From an optimization exercise on the open Yosys and OpenROAD flow, aimed at small area; shortcuts taken in it are not production practice.
The RTL was checked by simulation tests, not by an equivalence proof against the original design.
Power and IR drop assume default switching activity.

## v6
## beaconShooter
module beaconShooter #(
	parameter int WindowCycles = 1000,
	parameter int DebounceDepth = 5,
	parameter logic [20:0] ServoPeriod = 21'd2000,
	parameter logic [20:0] RestWidthLeft = 21'd60,
	parameter logic [20:0] RestWidthRight = 21'd225,
	parameter logic [20:0] FireStep = 21'd55,
	parameter int HoldCycles = 20000,
	parameter int ScanBits = 10
) (
	input wire logic clock,
	input wire logic arstN,
	input wire logic sensorLeft,
	input wire logic sensorRight,
	output logic servoLeft,
	output logic servoRight,
	output logic [6:0] segments,
	output logic [3:0] anodes
);
	localparam logic [10:0] PeriodBase = 11'd48;
	logic [10:0] periodCount;
	logic [11:0] periodCountInc;
	logic periodEnd;
	logic freeze;
	logic push;
	logic resume;
	logic [2:0] pushes;           
	logic ringFull;
	logic started;
	assign periodCountInc = periodCount + 1'b1;
	assign periodEnd = periodCountInc[11];
	assign freeze = (periodCount == PeriodBase) ||
		(periodCount == PeriodBase + 11'(WindowCycles)) || push;
	assign push = (periodCount == PeriodBase + 11'd1) ||
		(periodCount == PeriodBase + 11'(WindowCycles + 1));
	assign resume = (periodCount == PeriodBase + 11'd2) ||
		(periodCount == PeriodBase + 11'(WindowCycles + 2));
	assign ringFull = &pushes;
	assign started = pushes[2] | pushes[1];
	always_ff @(posedge clock or negedge arstN) begin
		if (!arstN) begin
			periodCount <= PeriodBase;
			pushes <= '0;
		end else begin
  ...
export LEC_CHECK = 0
export CAP_MARGIN = 20
export CORE_MARGIN = 2
export CORE_UTILIZATION = 60
export CTS_BUF_LIST = sky130_fd_sc_hd__clkbuf_4
export CTS_CLUSTER_DIAMETER = 40
export CTS_CLUSTER_SIZE = 10
export SLEW_MARGIN = 20
create_clock -name core_clock -period 10.0 [get_ports {clock}]
standard.sh (not shown) runs the stock make flow with config.mk's settings and CLKGATE_MAP_FILE= SYNTH_SCRIPT=/design/flow/synth_recipe.tcl, a recipe that flattens the netlist after the stock synthesis.
==> flow/flow/run.sh <==
#!/bin/bash
# Standard layout, with three changes: CTS without dummy loads and with
# small clock buffers, buffers left by ABC removed at floorplan, and power
# recovery (downsizing of gates with slack to spare) after global routing.
set -e
export CTS_ARGS="-sink_clustering_enable -repair_clock_nets -buf_list sky130_fd_sc_hd__clkbuf_4 -sink_clustering_size 10 -sink_clustering_max_diameter 40 -dont_use_dummy_load"
export REMOVE_ABC_BUFFERS=1
export RECOVER_POWER=100
cp standard.sh out/standard.sh.copy 2>/dev/null || true
bash standard.sh > standard.log 2>&1
Although it ran to completion, v6 produced a layout that fails the final checks because of max-capacitance violations, max-slew violations.
> inputs changed (v6 -> v7)
==> flow/run.sh (new file) <==
#!/bin/bash
# synth_recipe.tcl (not shown) runs the flow's synth.tcl, then flattens the netlist and writes it again
# the make line also repeats each setting of config.mk as NAME=value (left out here)
make -C /OpenROAD-flow-scripts/flow DESIGN_CONFIG=/design/flow/config.mk WORK_HOME=/design/flow/orfs CLKGATE_MAP_FILE= SYNTH_SCRIPT=/design/flow/synth_recipe.tcl finish
removed: flow/flow/run.sh
removed: flow/standard.sh
Findings:
Taking v6 as the reference, in v7 remaining number of nets flagged by the antenna check after routing was more or less identical; first-pass GRT wire length went up by about 1.5%.
Taking v7 as 1.0, v6 lands at 1.6 on number of DRC markers after the initial detailed-route iteration.
Looking only at clock network area share, and setting everything else aside, the higher value of v7 and v6 goes to v7.
Area overhead of the layout relative to synthesis was higher in the run labelled v7.
Looking at the reports, v7 completed the entire flow and the layout it produced met the timing, DRC and antenna checks.


beaconShooter, a different RTL version from the one above (not shown whole).
Size in the first run: roughly 480 cells after synthesis, about 210 flip-flops, roughly 17 I/O pins, ~6800 sq um of cells after synthesis.
Design beaconShooter, start of the top module:
module beaconShooter #(
	parameter int WindowCycles = 1000,
	parameter int DebounceDepth = 5,
	parameter logic [20:0] ServoPeriod = 21'd2000,
	parameter logic [20:0] RestWidthLeft = 21'd60,
	parameter logic [20:0] RestWidthRight = 21'd225,
	parameter logic [20:0] FireStep = 21'd55,
	parameter int HoldCycles = 20000,
	parameter int ScanBits = 10
) (
	input wire logic clock,
	input wire logic arstN,
	input wire logic sensorLeft,
	input wire logic sensorRight,
	output logic servoLeft,
	output logic servoRight,
	output logic [6:0] segments,
	output logic [3:0] anodes
);
clock: 10.0 ns
lec_check: 0
cap_margin: 20
core_margin: 2
core_utilization: 60
cts_buf_list: sky130_fd_sc_hd__clkbuf_4
cts_cluster_diameter: 40
cts_cluster_size: 10
slew_margin: 20
==> flow/flow/run.sh <==
#!/bin/bash
# Standard layout (standard.sh, standard synthesis) with four changes: CTS
# without dummy loads and with small clock buffers, the buffers left by ABC
# removed at floorplan, buf_1 as the port buffer cell (every input and output
# port still gets its own buffer), and gates with slack downsized before the
# placement repair (flow/pre_resize.tcl). The whole ORFS output goes to
# standard.log, and each step's log stays under orfs/logs.
set -e
export CTS_ARGS="-sink_clustering_enable -repair_clock_nets -buf_list sky130_fd_sc_hd__clkbuf_4 -sink_clustering_size 10 -sink_clustering_max_diameter 40 -dont_use_dummy_load"
export REMOVE_ABC_BUFFERS=1
export BUFFER_PORTS_ARGS="-buffer_cell sky130_fd_sc_hd__buf_1"
export PRE_RESIZE_TCL="$(pwd)/flow/pre_resize.tcl"
bash standard.sh > standard.log 2>&1
==> flow/flow/pre_resize.tcl <==
# Downsize gates that have slack to spare (power recovery) before the
# placement repair, which then fixes any slew or capacitance it leaves.
# The largest buffers and inverters are left out of the repairs, so that
# high-fanout nets get a tree of small buffers rather than one large one.
set_dont_use $::env(DONT_USE_CELLS)
set_dont_use {sky130_fd_sc_hd__buf_8 sky130_fd_sc_hd__buf_12 sky130_fd_sc_hd__buf_16 sky130_fd_sc_hd__bufbuf_8 sky130_fd_sc_hd__bufbuf_16 sky130_fd_sc_hd__bufinv_8 sky130_fd_sc_hd__bufinv_16 sky130_fd_sc_hd__clkbuf_8 sky130_fd_sc_hd__clkbuf_16 sky130_fd_sc_hd__clkinv_8 sky130_fd_sc_hd__clkinv_16 sky130_fd_sc_hd__inv_8 sky130_fd_sc_hd__inv_12 sky130_fd_sc_hd__inv_16}
estimate_parasitics -placement
repair_timing -recover_power 100 -verbose
Edit:
--- a/flow/config.mk
+++ b/flow/config.mk
@@ -10 +10 @@
-export CORE_UTILIZATION = 60
+export CORE_UTILIZATION = 75
Outcome:
- The changed run completed with no timing, DRC or antenna violations
- worst setup slack loses 0.37 ns
- clock skew grows by 0.0094 ns
- worst hold slack gains 0.053 ns
- via count grows slightly
- power shrinks slightly
- area after synthesis stays the same
- die area shrinks by about a fifth
- final area shrinks slightly
Edit:
==> flow/flow/pre_resize.tcl (replaced) <==
# Downsize gates that have slack to spare (power recovery) before the
# placement repair, which then fixes any slew or capacitance it leaves.
set_dont_use $::env(DONT_USE_CELLS)
estimate_parasitics -placement
repair_timing -recover_power 100 -verbose
What happened:
- The new run passed the timing, DRC and antenna checks
- setup slack got worse by 0.051 ns
- total power is higher by 0.48%
- via count stays flat
- sequential power barely changes
- critical path depth stays the same
- routed wire length is higher by 1.3%
- area after synthesis stays the same
- global-route usage is higher by 0.16 points
Edit:
--- a/flow/flow/run.sh
+++ b/flow/flow/run.sh
@@ -9 +9 @@
-export CTS_ARGS="-sink_clustering_enable -repair_clock_nets -buf_list sky130_fd_sc_hd__clkbuf_4 -sink_clustering_size 10 -sink_clustering_max_diameter 40 -dont_use_dummy_load"
+export CTS_ARGS="-sink_clustering_enable -repair_clock_nets -buf_list {sky130_fd_sc_hd__clkbuf_2 sky130_fd_sc_hd__clkbuf_4} -sink_clustering_size 8 -sink_clustering_max_diameter 35 -dont_use_dummy_load"
--- a/flow/config.mk
+++ b/flow/config.mk
@@ -10 +10 @@
-export CORE_UTILIZATION = 75
+export CORE_UTILIZATION = 60
- global-route usage went down by 5.4 points
- worst setup slack gains 0.34 ns
- wire length went down by 8.9%
- via count barely changes
- synthesized cell count does not change
- clock power went up by about 15%
- die area went up by 24%
- hold slack gains 0.031 ns
- final cell count went up by 7.1%
- final area went up by 1.9%
- clock-buffer cell count went up by 9


## exp/fjord
Another version of the RTL of beaconShooter (not shown whole).
Size: roughly 480 cells after synthesis, about 210 flip-flops.
// beaconShooter
module beaconShooter #(
	parameter int WindowCycles = 1000,
	parameter int DebounceDepth = 5,
	parameter logic [20:0] ServoPeriod = 21'd2000,
	parameter logic [20:0] RestWidthLeft = 21'd60,
	parameter logic [20:0] RestWidthRight = 21'd225,
	parameter logic [20:0] FireStep = 21'd55,
	parameter int HoldCycles = 20000,
	parameter int ScanBits = 10
) (
	input wire logic clock,
	input wire logic arstN,
	input wire logic sensorLeft,
	input wire logic sensorRight,
	output logic servoLeft,
	output logic servoRight,
	output logic [6:0] segments,
	output logic [3:0] anodes
);
export LEC_CHECK = 0
export CAP_MARGIN = 20
export CORE_MARGIN = 2
export CORE_UTILIZATION = 60
export CTS_BUF_LIST = sky130_fd_sc_hd__clkbuf_4
export CTS_CLUSTER_DIAMETER = 40
export CTS_CLUSTER_SIZE = 10
export SLEW_MARGIN = 20
create_clock -name core_clock -period 10.0 [get_ports {clock}]
==> flow/flow/run.sh <==
#!/bin/bash
# Standard layout (standard.sh, standard synthesis) with three changes: CTS
# without dummy loads and with small clock buffers, the buffers left by ABC
# removed at floorplan, and buf_1 as the port buffer cell (every input and
# output port still gets its own buffer). The whole ORFS output goes to
# standard.log, and each step's log stays under orfs/logs.
set -e
export CTS_ARGS="-sink_clustering_enable -repair_clock_nets -buf_list sky130_fd_sc_hd__clkbuf_4 -sink_clustering_size 10 -sink_clustering_max_diameter 40 -dont_use_dummy_load"
export REMOVE_ABC_BUFFERS=1
export BUFFER_PORTS_ARGS="-buffer_cell sky130_fd_sc_hd__buf_1"
bash standard.sh > standard.log 2>&1
In summary, exp/fjord completed successfully, with a layout that passed the timing, DRC and antenna checks.
--- input diff exp/fjord..exp/quartz ---
==> flow/flow/run.sh <==
#!/bin/bash
# Standard layout (standard.sh, standard synthesis) with two changes: CTS
# without dummy loads and with small clock buffers, and the buffers left by
# ABC removed at floorplan. The whole ORFS output goes to standard.log, and
# each step's log stays under orfs/logs.
set -e
export CTS_ARGS="-sink_clustering_enable -repair_clock_nets -buf_list sky130_fd_sc_hd__clkbuf_8 -sink_clustering_size 18 -sink_clustering_max_diameter 50 -dont_use_dummy_load"
export REMOVE_ABC_BUFFERS=1
bash standard.sh > standard.log 2>&1
==> run notes <==
Number of buffers added by the clock tree synthesis step for exp/quartz: 10 down relative to exp/fjord. Between exp/quartz and exp/fjord, it is exp/quartz whose clock skew is lower, by 11 ps. Relative to exp/fjord, the share of the final layout cell area in sequential cells of exp/quartz is lower by 0.95 points. exp/quartz vs. exp/fjord: power share of the clock group went up by 1.2 points. Taking exp/fjord as the reference, in exp/quartz final setup slack of the worst path went up; transition time of the tightest slew-check pin went up. exp/quartz — final weighted congestion in routability-driven placement about 0.5% lower, exp/fjord as reference. The final reports for exp/quartz and exp/fjord show relative area change from synthesis to final layout higher in the former. Summary of exp/quartz over exp/fjord: number of design-rule violations left by the first detailed-router iteration rose by about 32%, power rose by 27 µW, initial standard-cell utilization of the core stayed essentially flat.
--- input diff exp/quartz..exp/sierra ---
diff --git a/flow/flow/run.sh b/flow/flow/run.sh
--- a/flow/flow/run.sh
+++ b/flow/flow/run.sh
@@ -7 +7 @@
-export CTS_ARGS="-sink_clustering_enable -repair_clock_nets -buf_list sky130_fd_sc_hd__clkbuf_8 -sink_clustering_size 18 -sink_clustering_max_diameter 50 -dont_use_dummy_load"
+export CTS_ARGS="-sink_clustering_enable -repair_clock_nets -buf_list sky130_fd_sc_hd__clkbuf_4 -sink_clustering_size 10 -sink_clustering_max_diameter 40 -dont_use_dummy_load"
Findings:
Changes observed in exp/sierra relative to exp/quartz: utilization went down 0.21 points; first-pass GRT wire length rose by 2.4%; via count of the first global-routing pass grew by 136; proportion of final cell area spent on non-clock buffers comparable.


beaconShooter, a different RTL version from the one above (not shown whole).
Size in the first run: about 490 cells after synthesis, about 210 flip-flops, about 17 I/O pins, ~6900 um^2 of cells after synthesis.
==> flow/config.mk <==
export PLATFORM = sky130hd
export DESIGN_NAME = beaconShooter
export DESIGN_NICKNAME = beaconShooter
export VERILOG_FILES = /design/flow/design.v
export SDC_FILE = /design/flow/constraint.sdc
export NUM_CORES = 4
export LEC_CHECK = 0
export CAP_MARGIN = 20
export CORE_MARGIN = 2
export CORE_UTILIZATION = 60
export CTS_BUF_LIST = sky130_fd_sc_hd__clkbuf_4
export CTS_CLUSTER_DIAMETER = 40
export CTS_CLUSTER_SIZE = 10
export SLEW_MARGIN = 20
==> flow/constraint.sdc <==
create_clock -name core_clock -period 10.0 [get_ports {clock}]
set_input_delay 2.0000 -clock core_clock [delete_from_list [all_inputs] [get_ports {clock}]]
set_output_delay 2.0000 -clock core_clock [all_outputs]
set_load 0.01 [all_outputs]
==> flow/flow/run.sh <==
#!/bin/bash
# Standard layout (standard.sh, standard synthesis) with four changes: CTS
# without dummy loads and with small clock buffers, the buffers left by ABC
# removed at floorplan, buf_1 as the port buffer cell (every input and output
# port still gets its own buffer), and gates with slack downsized before the
# placement repair (flow/pre_resize.tcl). The whole ORFS output goes to
# standard.log, and each step's log stays under orfs/logs.
set -e
export CTS_ARGS="-sink_clustering_enable -repair_clock_nets -buf_list sky130_fd_sc_hd__clkbuf_4 -sink_clustering_size 10 -sink_clustering_max_diameter 40 -dont_use_dummy_load"
export REMOVE_ABC_BUFFERS=1
export BUFFER_PORTS_ARGS="-buffer_cell sky130_fd_sc_hd__buf_1"
export PRE_RESIZE_TCL="$(pwd)/flow/pre_resize.tcl"
bash standard.sh > standard.log 2>&1
==> flow/flow/pre_resize.tcl <==
# Downsize gates that have slack to spare (power recovery) before the
# placement repair, which then fixes any slew or capacitance it leaves.
set_dont_use $::env(DONT_USE_CELLS)
estimate_parasitics -placement
repair_timing -recover_power 100 -verbose
The first run passed the timing, DRC and antenna checks.
Rerun with:
==> flow/flow/run.sh (replaced) <==
#!/bin/bash
# Standard layout (standard.sh, standard synthesis) with three changes: CTS
# without dummy loads and with small clock buffers, the buffers left by ABC
# removed at floorplan, and buf_1 as the port buffer cell (every input and
# output port still gets its own buffer). The whole ORFS output goes to
# standard.log, and each step's log stays under orfs/logs.
set -e
export CTS_ARGS="-sink_clustering_enable -repair_clock_nets -buf_list sky130_fd_sc_hd__clkbuf_4 -sink_clustering_size 10 -sink_clustering_max_diameter 40 -dont_use_dummy_load"
export REMOVE_ABC_BUFFERS=1
export BUFFER_PORTS_ARGS="-buffer_cell sky130_fd_sc_hd__buf_1"
bash standard.sh > standard.log 2>&1
removed: flow/flow/pre_resize.tcl
After rerunning: Final cell count barely changes. Wire length barely changes. Final area is higher by 0.50%. Hold slack got worse by 0.016 ns. Critical path depth went up by 1. Clock-buffer cell count rises by 2. Setup slack improves by 0.37 ns. Combinational power is lower by about 3%. Synthesized cell count does not change. Die area does not change.

-- what the ideal ports hide --
No port has a modelled driver above. Below, the same layouts with a new extraction and two added sets of constraints.
Step 1 (the two cells are an assumption about what drives the block):
set clk [get_ports {clock}]
set_driving_cell -lib_cell sky130_fd_sc_hd__clkbuf_16 $clk
set_driving_cell -lib_cell sky130_fd_sc_hd__buf_2 [delete_from_list [all_inputs] $clk]
Step 2, shift: input delay + t, output delay - t, t = (earliest + latest rising clock arrival at the registers) / 2. This alone moves slack from input paths to output paths.
Slacks: ideal / step 1 / step 2; pairs: ideal / step 1.
| run | shift t [ns] | setup WS [ns] | worst hold slack (ns) | latest minus earliest clock arrival (ns) | worst register clock-pin slew, ns |
|---|---|---|---|---|---|
| v6 | 0.633 | 3.973 / 3.973 / 3.658 | 0.305 / 0.305 / 0.305 | 0.068 / 0.069 | 0.10 / 0.10 |
| v7 | 0.641 | 5.389 / 5.389 / 5.389 | 0.319 / 0.319 / 0.319 | 0.020 / 0.021 | 0.11 / 0.11 |
| the first run of note 2 | 0.619 | 4.115 / 4.115 / 4.115 | 0.267 / 0.267 / 0.267 | 0.096 / 0.096 | 0.10 / 0.10 |
| the second run of note 2 | 0.590 | 3.744 / 3.744 / 3.744 | 0.320 / 0.320 / 0.320 | 0.065 / 0.065 | 0.11 / 0.11 |
| the third run of note 2 | 0.597 | 3.693 / 3.693 / 3.693 | 0.287 / 0.287 / 0.287 | 0.053 / 0.052 | 0.11 / 0.11 |
| the fourth run of note 2 | 0.554 | 4.038 / 4.038 / 4.038 | 0.318 / 0.318 / 0.318 | 0.047 / 0.046 | 0.09 / 0.09 |
| exp/fjord | 0.601 | 3.925 / 3.925 / 3.925 | 0.299 / 0.299 / 0.299 | 0.056 / 0.056 | 0.11 / 0.11 |
| exp/quartz | 0.493 | 3.933 / 3.933 / 3.933 | 0.282 / 0.282 / 0.282 | 0.046 / 0.046 | 0.11 / 0.11 |
| exp/sierra | 0.633 | 3.889 / 3.889 / 3.889 | 0.322 / 0.322 / 0.322 | 0.044 / 0.044 | 0.10 / 0.10 |
| the first run of note 4 | 0.603 | 3.479 / 3.479 / 3.479 | 0.320 / 0.320 / 0.320 | 0.056 / 0.056 | 0.10 / 0.10 |
| the second run of note 4 | 0.608 | 3.845 / 3.845 / 3.845 | 0.304 / 0.304 / 0.304 | 0.062 / 0.062 | 0.10 / 0.10 |
The setup slack of v6, which loses most, moves by 0.000 ns with the drivers and by -0.315 ns with both steps. Setup slack includes reset recovery checks.
